What follows belongs to an exercise in optimizing a design on an open flow for small area and a short achievable clock period; a production flow would make more cautious choices. The RTL was checked by simulation tests, not by an equivalence proof against the original design. Power figures rest on the tool's default switching activity, not on a simulated workload.

## automaton_top
module automaton_top (
  input  logic                     clk,
  input  logic                     rst,
  input  logic                     cyc,
  input  logic                     stb,
  input  logic                     we,
  input  automaton_pkg::wb_adr_t   adr,
  input  automaton_pkg::wb_data_t  dat_w,
  output automaton_pkg::wb_data_t  dat_r,
  output logic                     ack,
  output logic                     report
);
==> flow/config.mk <==
export PLATFORM = sky130hd
export DESIGN_NAME = automaton_top
export DESIGN_NICKNAME = automaton_top
export VERILOG_FILES = /design/flow/design.v
export SDC_FILE = /design/flow/constraint.sdc
export NUM_CORES = 4
export LEC_CHECK = 0
export CAP_MARGIN = 20
export CORE_MARGIN = 2
export CORE_UTILIZATION = 45
export SETUP_SLACK_MARGIN = 2.55
export SLEW_MARGIN = 20
export SYNTH_HIERARCHICAL = 1
==> flow/constraint.sdc <==
create_clock -name core_clock -period 5.0 [get_ports {clk}]
set_input_delay 1.0000 -clock core_clock [delete_from_list [all_inputs] [get_ports {clk}]]
set_output_delay 1.0000 -clock core_clock [all_outputs]
set_load 0.01 [all_outputs]
run.sh (not shown) runs the stock make flow with config.mk's settings and CLKGATE_MAP_FILE= SYNTH_SCRIPT=/design/flow/synth_recipe.tcl, a recipe that flattens the netlist after the stock synthesis.
The starting point finished clean.
Next try:
==> flow/flow/run.sh (new file) <==
#!/bin/bash
# The standard layout, with the port buffers made of buf_4 cells instead of
# the slow delay buffers that buffer_ports picks by default.
set -euo pipefail
bash standard.sh synth > synth.log 2>&1
bash standard.sh "BUFFER_PORTS_ARGS=-buffer_cell sky130_fd_sc_hd__buf_4" finish > layout.log 2>&1
==> flow/standard.sh (new file) <==
#!/bin/bash
# synth_recipe.tcl (not shown) runs the flow's synth.tcl, then flattens the netlist and writes it again
# the make line also repeats each setting of config.mk as NAME=value (left out here)
make -C /OpenROAD-flow-scripts/flow DESIGN_CONFIG=/design/flow/config.mk WORK_HOME=/design/flow/orfs CLKGATE_MAP_FILE= SYNTH_SCRIPT=/design/flow/synth_recipe.tcl "${@:-finish}"
CTS_CLUSTER_DIAMETER = 80   (was default)
CTS_CLUSTER_SIZE = 24   (was default)
SETUP_SLACK_MARGIN = 2.6   (was 2.55)
removed: flow/run.sh
Result:
- total power came out lower by 18%
- flip-flop and latch count is unchanged
- routed wire length came out higher by about 4.7%
- clock power came out lower by 40%
- fmax rose by about 2.4%
- cell area went down by 3.3%
- synthesized area does not change
- setup slack is better by 0.059 ns
- cell count is lower by about 1.5%

========
Another version of the RTL of automaton_top (not shown whole).
Size in the first run: ~5100 cells after synthesis, roughly 2300 flip-flops, ~81 I/O pins.
==> flow/config.mk <==
export PLATFORM = sky130hd
export DESIGN_NAME = automaton_top
export DESIGN_NICKNAME = automaton_top
export VERILOG_FILES = /design/flow/design.v
export SDC_FILE = /design/flow/constraint.sdc
export NUM_CORES = 4
export LEC_CHECK = 0
export CAP_MARGIN = 20
export CORE_MARGIN = 2
export CORE_UTILIZATION = 45
export CTS_CLUSTER_DIAMETER = 80
export CTS_CLUSTER_SIZE = 24
export SETUP_SLACK_MARGIN = 2.6
export SLEW_MARGIN = 20
export SYNTH_HIERARCHICAL = 1
==> flow/constraint.sdc <==
create_clock -name core_clock -period 5.0 [get_ports {clk}]
set_input_delay 1.0000 -clock core_clock [delete_from_list [all_inputs] [get_ports {clk}]]
set_output_delay 1.0000 -clock core_clock [all_outputs]
set_load 0.01 [all_outputs]
standard.sh (not shown) runs the stock make flow with config.mk's settings and CLKGATE_MAP_FILE= SYNTH_SCRIPT=/design/flow/synth_recipe.tcl, a recipe that flattens the netlist after the stock synthesis.
==> flow/flow/run.sh <==
#!/bin/bash
# The standard layout, with the port buffers made of buf_4 cells instead of
# the slow delay buffers that buffer_ports picks by default.
set -euo pipefail
bash standard.sh synth > synth.log 2>&1
bash standard.sh "BUFFER_PORTS_ARGS=-buffer_cell sky130_fd_sc_hd__buf_4" finish > layout.log 2>&1
The baseline finished with timing, DRC and antenna clean.
Edit:
CORE_UTILIZATION = 50   (was 45)
Via count increases slightly.
Wire length rises by a few percent.
Clock-buffer cell count falls by 2.

## what the ideal ports hide
Ports are ideal in the flow. The routed layouts listed here were re-timed in OpenROAD. Step 1 sets driving cells, clkbuf_16 on the clock port and buf_2 on the other inputs (assumed; they add their load-dependent delay and slew). Step 2 times the ports against the registers' clock, not the clock port: input delays grow and output delays shrink by t, the midpoint of the rising clock arrivals with the driver on. a / b / c = ideal / step 1 / step 2; a / b = the first two.
| run | shift t [ns] | setup WS [ns] | hold WS [ns] | worst setup path at the end | worst data-port slew with drivers (ns) |
|---|---|---|---|---|---|
| the first run of note 1 | 0.929 | 2.438 / 2.477 / 1.548 | 0.329 / 0.329 / 0.329 | input to register | 0.09 |
| the second run of note 1 | 0.853 | 2.496 / 2.277 / 1.424 | 0.324 / 0.324 / 0.324 | input to register | 0.35 |
| the first run of note 2 | 0.845 | 2.468 / 2.305 / 1.460 | 0.333 / 0.333 / 0.333 | input to register | 0.39 |
| the second run of note 2 | 0.843 | 2.468 / 2.259 / 1.415 | 0.338 / 0.338 / 0.338 | input to register | 0.31 |
After both steps setup and hold are still met in every run listed. For the second run of note 1, which loses most, drivers alone change the setup slack by -0.219 ns; drivers and shift together by -1.072 ns.
